Background: an optimization exercise with open tools, aiming at small area, a short achievable clock period and few clock cycles per item. Do not read the settings as production practice.
Where RTL was checked, it was by simulation tests only, not by an equivalence proof against the original.
The flow treats the clock pin as an ideal source, which a real chip does not have.
Power figures rest on the tool's default switching activity, not on a simulated workload.

Setup of lane 2:
## afu_region_top
module afu_region_top (
   input  logic                   i_clk,
   input  logic                   i_arst_n,
   input  logic                   i_req,
   input  logic [3-1:0]  i_req_pid,
   input  logic [1:0]             i_req_op,
   input  logic [4-1:0] i_req_addr,
   input  logic [64-1:0] i_req_wdata,
   output logic                   o_ack,
   output logic [64-1:0] o_rsp_rdata,
   output afu_region_pkg::afu_status_e            o_rsp_status
);
   logic [5-1:0] dec_wr;
   logic [5-1:0] dec_rd;
   logic                      dec_ack;
   afu_region_pkg::afu_status_e dec_status;
   logic [64-1:0]    dec_wdata_q;
   logic [64-1:0]    exe_rdata;
   afu_req_decode u_decode (
      .i_clk       (i_clk),
      .i_arst_n    (i_arst_n),
      .i_req       (i_req),
      .i_req_pid   (i_req_pid),
      .i_req_op    (i_req_op),
      .i_req_wdata (i_req_wdata),
      .o_wr        (dec_wr),
      .o_rd        (dec_rd),
      .o_wdata_q   (dec_wdata_q),
      .o_ack       (dec_ack),
      .o_status    (dec_status)
   );
   afu_port_execute u_execute (
      .i_clk    (i_clk),
      .i_arst_n (i_arst_n),
      .i_wr     (dec_wr),
      .i_rd     (dec_rd),
      .i_addr   (i_req_addr),
      .i_wdata_q(dec_wdata_q),
      .o_rdata  (exe_rdata)
   );
   afu_rsp_result u_result (
      .i_clk    (i_clk),
      .i_rdata  (exe_rdata),
      .o_rdata  (o_rsp_rdata)
   );
   assign o_ack        = dec_ack;
   assign o_rsp_status = dec_status;
endmodule
make LEC_CHECK=0 CAP_MARGIN=20 CORE_MARGIN=2 CORE_UTILIZATION=65 CTS_CLUSTER_DIAMETER=100 CTS_CLUSTER_SIZE=30 PLACE_DENSITY=0.75 SETUP_SLACK_MARGIN=2.3 SLEW_MARGIN=20 finish   # period 4.0 ns
run.sh (not shown) runs the stock make flow with config.mk's settings and CLKGATE_MAP_FILE= SYNTH_SCRIPT=/design/flow/synth_recipe.tcl, a recipe that flattens the netlist after the stock synthesis.
Testbench counts of lane 2, summed over its fixed seeds: cycles 6,400, items 3,200.
> inputs changed (lane 2 -> lane 5)
Settings: swapping 2.3 for 2.1 in SETUP_SLACK_MARGIN.
==> flow/flow/run.sh (new file) <==
#!/bin/bash
set -euo pipefail
here=$(cd "$(dirname "${BASH_SOURCE[0]}")" && pwd)
export BUFFER_PORTS_ARGS="-buffer_cell sky130_fd_sc_hd__buf_2"
export POST_CTS_TCL="$here/post_cts.tcl"
bash standard.sh > standard.log 2>&1
==> flow/flow/post_cts.tcl (new file) <==
set block [ord::get_db_block]
set clk_net [$block findNet i_clk]
set removed 0
foreach it [$clk_net getITerms] {
  set inst [$it getInst]
  set master [[$inst getMaster] getName]
  if {![string match "sky130_fd_sc_hd__clkbuf_*" $master]} { continue }
  set out_net ""
  foreach oit [$inst getITerms] {
    if {[$oit isOutputSignal]} { set out_net [$oit getNet] }
  }
  if {$out_net eq ""} { continue }
  set loads {}
  set all_bufs 1
  foreach lit [$out_net getITerms] {
    if {[$lit getInst] eq $inst} { continue }
    lappend loads $lit
    if {![string match "sky130_fd_sc_hd__clkbuf_*" [[[$lit getInst] getMaster] getName]]} { set all_bufs 0 }
  }
  set port_pins [expr {[llength [$clk_net getITerms]] - 1 + [llength $loads]}]
  if {!$all_bufs || $port_pins > 4 || [llength [$out_net getBTerms]] > 0} { continue }
  puts "post_cts: removing clock root buffer [$inst getName] ($master), port now drives $port_pins pins"
  foreach lit $loads {
    $lit disconnect
    $lit connect $clk_net
  }
  $it disconnect
  odb::dbInst_destroy $inst
  odb::dbNet_destroy $out_net
  incr removed
  break
}
if {$removed} {
  estimate_parasitics -placement
  report_clock_skew
  report_worst_slack -max
  report_worst_slack -min
}
==> flow/standard.sh (new file) <==
#!/bin/bash
# synth_recipe.tcl (not shown) runs the flow's synth.tcl, then flattens the netlist and writes it again
# the make line also repeats each setting of config.mk as NAME=value (left out here)
make -C /OpenROAD-flow-scripts/flow DESIGN_CONFIG=/design/flow/config.mk WORK_HOME=/design/flow/orfs CLKGATE_MAP_FILE= SYNTH_SCRIPT=/design/flow/synth_recipe.tcl "${@:-finish}"
removed: flow/run.sh
Results
- Core util | lane 5 vs lane 2 | lane 5 lower
- After detailed routing, lane 2 needs more wire than lane 5.
- Lane 2 has a higher overall routing resource usage than lane 5.
- Part of the power in combinational logic down 0.6 points in lane 5 wrt lane 2
- Endpoint of the most critical setup path: u_result.o_rdata[58] -> lane 5, o_ack -> lane 2
- The first-pass GRT wire length reported for lane 5 is smaller than that of lane 2 by about 7%.
- Going from lane 2 to lane 5, worst setup slack fell 69 ps; hold slack rose 210 ps; largest voltage drop on the vdd net about even; multi-input combinational cell count rose 2.

---

## the reference run
Another version of the RTL of afu_region_top (not shown whole).
For scale: ~1300 cells after synthesis, ~140 I/O pins, about 0.023 sq mm of cells after synthesis.
export LEC_CHECK = 0
export CAP_MARGIN = 20
export CORE_MARGIN = 2
export CORE_UTILIZATION = 65
export CTS_CLUSTER_DIAMETER = 100
export CTS_CLUSTER_SIZE = 30
export PLACE_DENSITY = 0.75
export SETUP_SLACK_MARGIN = 2.1
export SLEW_MARGIN = 20
export SYNTH_HIERARCHICAL = 1
create_clock -name core_clock -period 4.0 [get_ports {i_clk}]
standard.sh (not shown) runs the stock make flow with config.mk's settings and CLKGATE_MAP_FILE= SYNTH_SCRIPT=/design/flow/synth_recipe.tcl, a recipe that flattens the netlist after the stock synthesis.
==> flow/flow/run.sh <==
#!/bin/bash
set -euo pipefail
here=$(cd "$(dirname "${BASH_SOURCE[0]}")" && pwd)
export BUFFER_PORTS_ARGS="-buffer_cell sky130_fd_sc_hd__buf_2"
export POST_CTS_TCL="$here/post_cts.tcl"
bash standard.sh > standard.log 2>&1
==> flow/flow/post_cts.tcl <==
set block [ord::get_db_block]
set clk_net [$block findNet i_clk]
set removed 0
foreach it [$clk_net getITerms] {
  set inst [$it getInst]
  set master [[$inst getMaster] getName]
  if {![string match "sky130_fd_sc_hd__clkbuf_*" $master]} { continue }
  set out_net ""
  foreach oit [$inst getITerms] {
    if {[$oit isOutputSignal]} { set out_net [$oit getNet] }
  }
  if {$out_net eq ""} { continue }
  set loads {}
  set all_bufs 1
  foreach lit [$out_net getITerms] {
    if {[$lit getInst] eq $inst} { continue }
    lappend loads $lit
    if {![string match "sky130_fd_sc_hd__clkbuf_*" [[[$lit getInst] getMaster] getName]]} { set all_bufs 0 }
  }
  set port_pins [expr {[llength [$clk_net getITerms]] - 1 + [llength $loads]}]
  if {!$all_bufs || $port_pins > 4 || [llength [$out_net getBTerms]] > 0} { continue }
  puts "post_cts: removing clock root buffer [$inst getName] ($master), port now drives $port_pins pins"
  foreach lit $loads {
    $lit disconnect
    $lit connect $clk_net
  }
  $it disconnect
  odb::dbInst_destroy $inst
  odb::dbNet_destroy $out_net
  incr removed
  break
}
if {$removed} {
  estimate_parasitics -placement
  report_clock_skew
  report_worst_slack -max
  report_worst_slack -min
}
The reference run finished all stages; the layout is clean.
> inputs changed (the reference run -> the trial run)
Settings: SETUP_SLACK_MARGIN now 2.2, was 2.1.
Notes after the runs:
- The trial run vs the reference run — instance area at placement rose 0.31%.
- Comparing the trial run and the reference run, proportion of cell area occupied by registers is higher on the reference run.
- Clock network power share essentially unchanged between the trial run and the reference run.
- Relative to the reference run, the length of routed met3 wiring of the trial run is lower by about 5%.
- Note that the number of buffers outside the clock class in the layout recorded for the reference run amounts to 0.927 times the value seen in the trial run.
- Result for the trial run and the reference run: all clean
- Row placer's final routability congestion estimate: the trial run lower / the reference run higher
No functional check of the RTL was part of any run of this note.

---

afu_region_top, a different RTL version from the one above (not shown whole).
Size in the first run: ~1,300 cells after synthesis, ~140 I/O pins.
// afu_region_top
module afu_region_top (
   input  logic                   i_clk,
   input  logic                   i_arst_n,
   input  logic                   i_req,
   input  logic [3-1:0]  i_req_pid,
   input  logic [1:0]             i_req_op,
   input  logic [4-1:0] i_req_addr,
   input  logic [64-1:0] i_req_wdata,
   output logic                   o_ack,
   output logic [64-1:0] o_rsp_rdata,
   output afu_region_pkg::afu_status_e            o_rsp_status
);
   logic [2*4-1:0] dec_word_wr;
   logic                       dec_cnt_wr;
   logic [64-1:0]     dec_wdata_q;
   afu_region_pkg::afu_status_e dec_status;
   logic [2*4*64-1:0] exe_word;
   logic [2*4-1:0] exe_word_vld;
   logic [16-1:0]   exe_cnt;
   afu_req_decode u_decode (
      .i_clk       (i_clk),
      .i_arst_n    (i_arst_n),
      .i_req       (i_req),
      .i_req_pid   (i_req_pid),
      .i_req_op    (i_req_op),
      .i_req_addr  (i_req_addr),
      .i_req_wdata (i_req_wdata),
      .o_word_wr   (dec_word_wr),
      .o_cnt_wr    (dec_cnt_wr),
      .o_wdata_q   (dec_wdata_q),
      .o_status    (dec_status)
   );
   afu_port_execute u_execute (
      .i_clk      (i_clk),
      .i_arst_n   (i_arst_n),
      .i_word_wr  (dec_word_wr),
      .i_cnt_wr   (dec_cnt_wr),
      .i_wdata_q  (dec_wdata_q),
      .o_word     (exe_word),
      .o_word_vld (exe_word_vld),
      .o_cnt      (exe_cnt)
   );
   afu_rsp_result u_result (
      .i_clk      (i_clk),
      .i_arst_n   (i_arst_n),
      .i_req      (i_req),
      .i_pid      (i_req_pid),
      .i_op       (i_req_op),
      .i_addr     (i_req_addr),
      .i_word_vld (exe_word_vld),
      .i_word     (exe_word),
      .i_cnt      (exe_cnt),
      .o_ack      (o_ack),
      .o_rdata    (o_rsp_rdata)
   );
   assign o_rsp_status = dec_status;
endmodule
==> flow/config.mk <==
export PLATFORM = sky130hd
export DESIGN_NAME = afu_region_top
export DESIGN_NICKNAME = afu_region_top
export VERILOG_FILES = /design/flow/design.v
export SDC_FILE = /design/flow/constraint.sdc
export NUM_CORES = 4
export LEC_CHECK = 0
export CAP_MARGIN = 20
export CORE_MARGIN = 2
export CORE_UTILIZATION = 65
export CTS_CLUSTER_DIAMETER = 100
export CTS_CLUSTER_SIZE = 30
export PLACE_DENSITY = 0.75
export SETUP_SLACK_MARGIN = 2.4
export SLEW_MARGIN = 20
export SYNTH_HIERARCHICAL = 1
==> flow/constraint.sdc <==
create_clock -name core_clock -period 4.0 [get_ports {i_clk}]
set_input_delay 0.8000 -clock core_clock [delete_from_list [all_inputs] [get_ports {i_clk}]]
set_output_delay 0.8000 -clock core_clock [all_outputs]
set_load 0.01 [all_outputs]
Scripts as last shown in full above: flow/flow/run.sh, flow/flow/post_cts.tcl
The first run completed without violations.
Testbench counts at the start, summed over its fixed seeds: cycles 6,400, items 3,200.
==> next run, changes <==
SETUP_SLACK_MARGIN = 2.25   (was 2.4)
Result: The changed run passed the timing, DRC and antenna checks; core utilization is lower by 4.0 points; combinational power is lower by a quarter to a third; final area is lower by a few percent; die area does not change; worst setup slack gains 0.065 ns; synthesized cell count stays the same; area after synthesis is unchanged; critical path depth stays the same; global-route usage is higher by 0.48 points; flip-flop and latch count stays the same; total power is lower slightly.
==> next run, changes <==
ABC_AREA = 1   (was not set)
SETUP_SLACK_MARGIN = 2.2   (was 2.25)
Outcome:
- The changed run produced a clean layout
- worst setup slack got worse by 0.0047 ns
- clock skew goes up by 0.0065 ns
- area after synthesis goes up by about 6%
- die area goes up by 5.7%
- combinational power goes down by about 2%
- hold slack stays flat
- non-clock buffer count goes down by 12
- clock power goes down by about 1%
- sequential cell count stays the same
- maximum frequency hardly moves
==> next run, changes <==
--- a/flow/flow/run.sh
+++ b/flow/flow/run.sh
@@ -4 +4 @@
-export BUFFER_PORTS_ARGS="-buffer_cell sky130_fd_sc_hd__buf_2"
+export BUFFER_PORTS_ARGS="-buffer_cell sky130_fd_sc_hd__buf_1"
ABC_AREA = not set   (was 1)
The changed run finished with timing, DRC and antenna clean.
Setup slack is worse by 0.061 ns.
Final area is lower by 4.4%.
Non-clock buffer count is higher by 12.
Global-route usage is higher by 0.81 points.
Fmax is lower by 3.3%.
Via count is lower by 15%.
Die area is lower by 5.4%.
First-iteration DRC count is lower by 11%.
Area after synthesis is lower by 5.5%.

---

afu_region_top, a different RTL version from the one above (not shown whole).
Size in the first run: roughly 1300 cells after synthesis, about 140 I/O pins.
## afu_region_top
module afu_region_top (
   input  logic                   i_clk,
   input  logic                   i_arst_n,
   input  logic                   i_req,
   input  logic [3-1:0]  i_req_pid,
   input  logic [1:0]             i_req_op,
   input  logic [4-1:0] i_req_addr,
   input  logic [64-1:0] i_req_wdata,
   output logic                   o_ack,
   output logic [64-1:0] o_rsp_rdata,
   output afu_region_pkg::afu_status_e            o_rsp_status
);
==> flow/config.mk <==
export PLATFORM = sky130hd
export DESIGN_NAME = afu_region_top
export DESIGN_NICKNAME = afu_region_top
export VERILOG_FILES = /design/flow/design.v
export SDC_FILE = /design/flow/constraint.sdc
export NUM_CORES = 4
export LEC_CHECK = 0
export CAP_MARGIN = 20
export CORE_MARGIN = 2
export CORE_UTILIZATION = 65
export CTS_CLUSTER_DIAMETER = 100
export CTS_CLUSTER_SIZE = 30
export PLACE_DENSITY = 0.75
export SETUP_SLACK_MARGIN = 2.3
export SLEW_MARGIN = 20
export SYNTH_HIERARCHICAL = 1
==> flow/constraint.sdc <==
create_clock -name core_clock -period 4.0 [get_ports {i_clk}]
set_input_delay 0.8000 -clock core_clock [delete_from_list [all_inputs] [get_ports {i_clk}]]
set_output_delay 0.8000 -clock core_clock [all_outputs]
set_load 0.01 [all_outputs]
==> flow/flow/run.sh <==
#!/bin/bash
set -euo pipefail
here=$(cd "$(dirname "${BASH_SOURCE[0]}")" && pwd)
export BUFFER_PORTS_ARGS="-buffer_cell sky130_fd_sc_hd__buf_2"
export POST_CTS_TCL="$here/post_cts.tcl"
bash standard.sh > standard.log 2>&1
Scripts as last shown in full above: flow/flow/post_cts.tcl
The first run produced a clean layout.
Testbench counts at the start, summed over its fixed seeds: cycles 6,400, items 3,200.
Then changed:
Settings changed: SETUP_SLACK_MARGIN 2.3 to 2.1.
Design area came out lower by about 3.7%; setup slack got worse by 0.055 ns; global-route usage goes down by 0.42 points; clock power hardly moves; total power decreases by 0.34%; fmax is lower by about 3%; die area does not change; count of clock-buffer cells in the layout does not change; worst hold slack is better by 0.0056 ns.

---

Starting RTL as in the previous note.
export LEC_CHECK = 0
export CAP_MARGIN = 20
export CORE_MARGIN = 2
export CORE_UTILIZATION = 65
export CTS_CLUSTER_DIAMETER = 100
export CTS_CLUSTER_SIZE = 30
export PLACE_DENSITY = 0.75
export SETUP_SLACK_MARGIN = 2.2
export SLEW_MARGIN = 20
export SYNTH_HIERARCHICAL = 1
create_clock -name core_clock -period 4.0 [get_ports {i_clk}]
Scripts as last shown in full above: flow/flow/run.sh, flow/flow/post_cts.tcl
The first run passed the timing, DRC and antenna checks.
Testbench counts at the start, summed over its fixed seeds: cycles 6,400, items 3,200.
Change:
--- a/flow/flow/run.sh
+++ b/flow/flow/run.sh
@@ -5,0 +6 @@
+export POST_GLOBAL_ROUTE_TCL="$here/post_grt.tcl"
==> flow/flow/post_grt.tcl (new file) <==
# After global routing and its timing repair: give back area on paths with
# slack to spare. repair_timing -recover_power downsizes cells on paths whose
# slack stays above the setup margin (the same margin the timing repair
# aims for), and the nets it changes are routed again.
set margin $::env(SETUP_SLACK_MARGIN)
puts "post_grt: before recovery"
report_worst_slack -max
report_design_area
global_route -start_incremental
repair_timing -recover_power 100 -setup_margin $margin -verbose
global_route -end_incremental
estimate_parasitics -global_routing
puts "post_grt: after recovery"
report_worst_slack -max
report_worst_slack -min
report_design_area
--- a/flow/config.mk
+++ b/flow/config.mk
@@ -14 +14 @@
-export SETUP_SLACK_MARGIN = 2.2
+export SETUP_SLACK_MARGIN = 2.1
Now the flow produced a layout that fails on max-capacitance violations, max-slew violations.
Critical path depth rose by 7.
Flip-flop and latch count does not change.
Die area stays the same.
Setup slack degrades by 0.90 ns.
Clock-buffer cell count rises by 1.

---

Another version of the RTL of afu_region_top (not shown whole).
For scale: roughly 140 I/O pins, about 23000 µm² of cells after synthesis.
clock: 4.0 ns
lec_check: 0
cap_margin: 20
core_margin: 2
core_utilization: 65
cts_cluster_diameter: 100
cts_cluster_size: 30
place_density: 0.75
setup_slack_margin: 2.2
slew_margin: 20
synth_hierarchical: 1
==> flow/flow/run.sh <==
#!/bin/bash
set -euo pipefail
here=$(cd "$(dirname "${BASH_SOURCE[0]}")" && pwd)
export BUFFER_PORTS_ARGS="-buffer_cell sky130_fd_sc_hd__buf_2"
export POST_CTS_TCL="$here/post_cts.tcl"
bash standard.sh > standard.log 2>&1
Scripts as last shown in full above: flow/flow/post_cts.tcl
Change:
- SETUP_SLACK_MARGIN: 2.2 -> 2.1
Die area stays the same.
Global-route usage fell by 0.33 points.
Non-clock buffer count fell by 24.
Total power fell slightly.
Final cell count fell slightly.
Fmax fell by a few percent.
Worst setup slack gets worse by 0.062 ns.
Wire length fell by a few percent.
No run of this note included a check of the RTL's function; only the layout flow was run.

==> port drivers added, routing unchanged <==
How much do the figures lean on ideal ports? The routed layouts below were timed once more, with nothing changed but the port constraints. Step 1, drivers: a clkbuf_16 drives i_clk and a buf_2 each remaining input, both assumed. Step 2, shift: input delay + t, output delay - t, t = (earliest + latest rising clock arrival at the registers) / 2. This alone moves slack from input paths to output paths. a / b / c = ideal / step 1 / step 2; a / b = the first two.
| run | shift t [ns] | slack for setup (ns) | hold WS [ns] | worst register clock-pin slew, ns | pins driven straight from the clock port |
|---|---|---|---|---|---|
| lane 2 | 0.643 | 2.087 / 2.031 / 1.595 | 0.196 / 0.165 / 0.480 | 0.12 / 0.12 | 1 |
| lane 5 | 0.518 | 2.018 / 2.054 / 1.537 | 0.406 / 0.388 / 0.484 | 0.12 / 0.12 | 2 |
| the reference run | 0.512 | 2.126 / 2.092 / 1.591 | 0.434 / 0.390 / 0.474 | 0.11 / 0.11 | 2 |
| the trial run | 0.517 | 2.194 / 2.163 / 1.698 | 0.429 / 0.381 / 0.479 | 0.12 / 0.12 | 2 |
| the first run of note 3 | 0.523 | 2.160 / 2.086 / 1.609 | 0.423 / 0.380 / 0.483 | 0.12 / 0.12 | 2 |
| the second run of note 3 | 0.518 | 2.225 / 2.159 / 1.749 | 0.418 / 0.380 / 0.483 | 0.11 / 0.11 | 2 |
| the third run of note 3 | 0.526 | 2.220 / 2.141 / 1.738 | 0.421 / 0.368 / 0.490 | 0.11 / 0.11 | 2 |
| the fourth run of note 3 | 0.514 | 2.160 / 2.160 / 1.676 | 0.418 / 0.375 / 0.458 | 0.12 / 0.12 | 2 |
| the first run of note 4 | 0.511 | 2.202 / 2.130 / 1.619 | 0.423 / 0.393 / 0.475 | 0.11 / 0.11 | 2 |
| the second run of note 4 | 0.511 | 2.147 / 2.077 / 1.675 | 0.428 / 0.394 / 0.480 | 0.11 / 0.11 | 2 |
| the first run of note 5 | 0.516 | 2.150 / 2.078 / 1.578 | 0.426 / 0.390 / 0.475 | 0.11 / 0.11 | 2 |
| the second run of note 5 | 0.510 | 1.248 / 1.245 / 0.735 | 0.439 / 0.391 / 0.478 | 0.11 / 0.11 | 2 |
| the first run of note 6 | 0.502 | 2.099 / 2.044 / 1.542 | 0.341 / 0.318 / 0.449 | 0.12 / 0.12 | 2 |
| the second run of note 6 | 0.502 | 2.037 / 2.064 / 1.562 | 0.354 / 0.326 / 0.471 | 0.11 / 0.11 | 2 |
The setup slack of the first run of note 4, which loses most, moves by -0.072 ns with the drivers and by -0.583 ns with both steps.
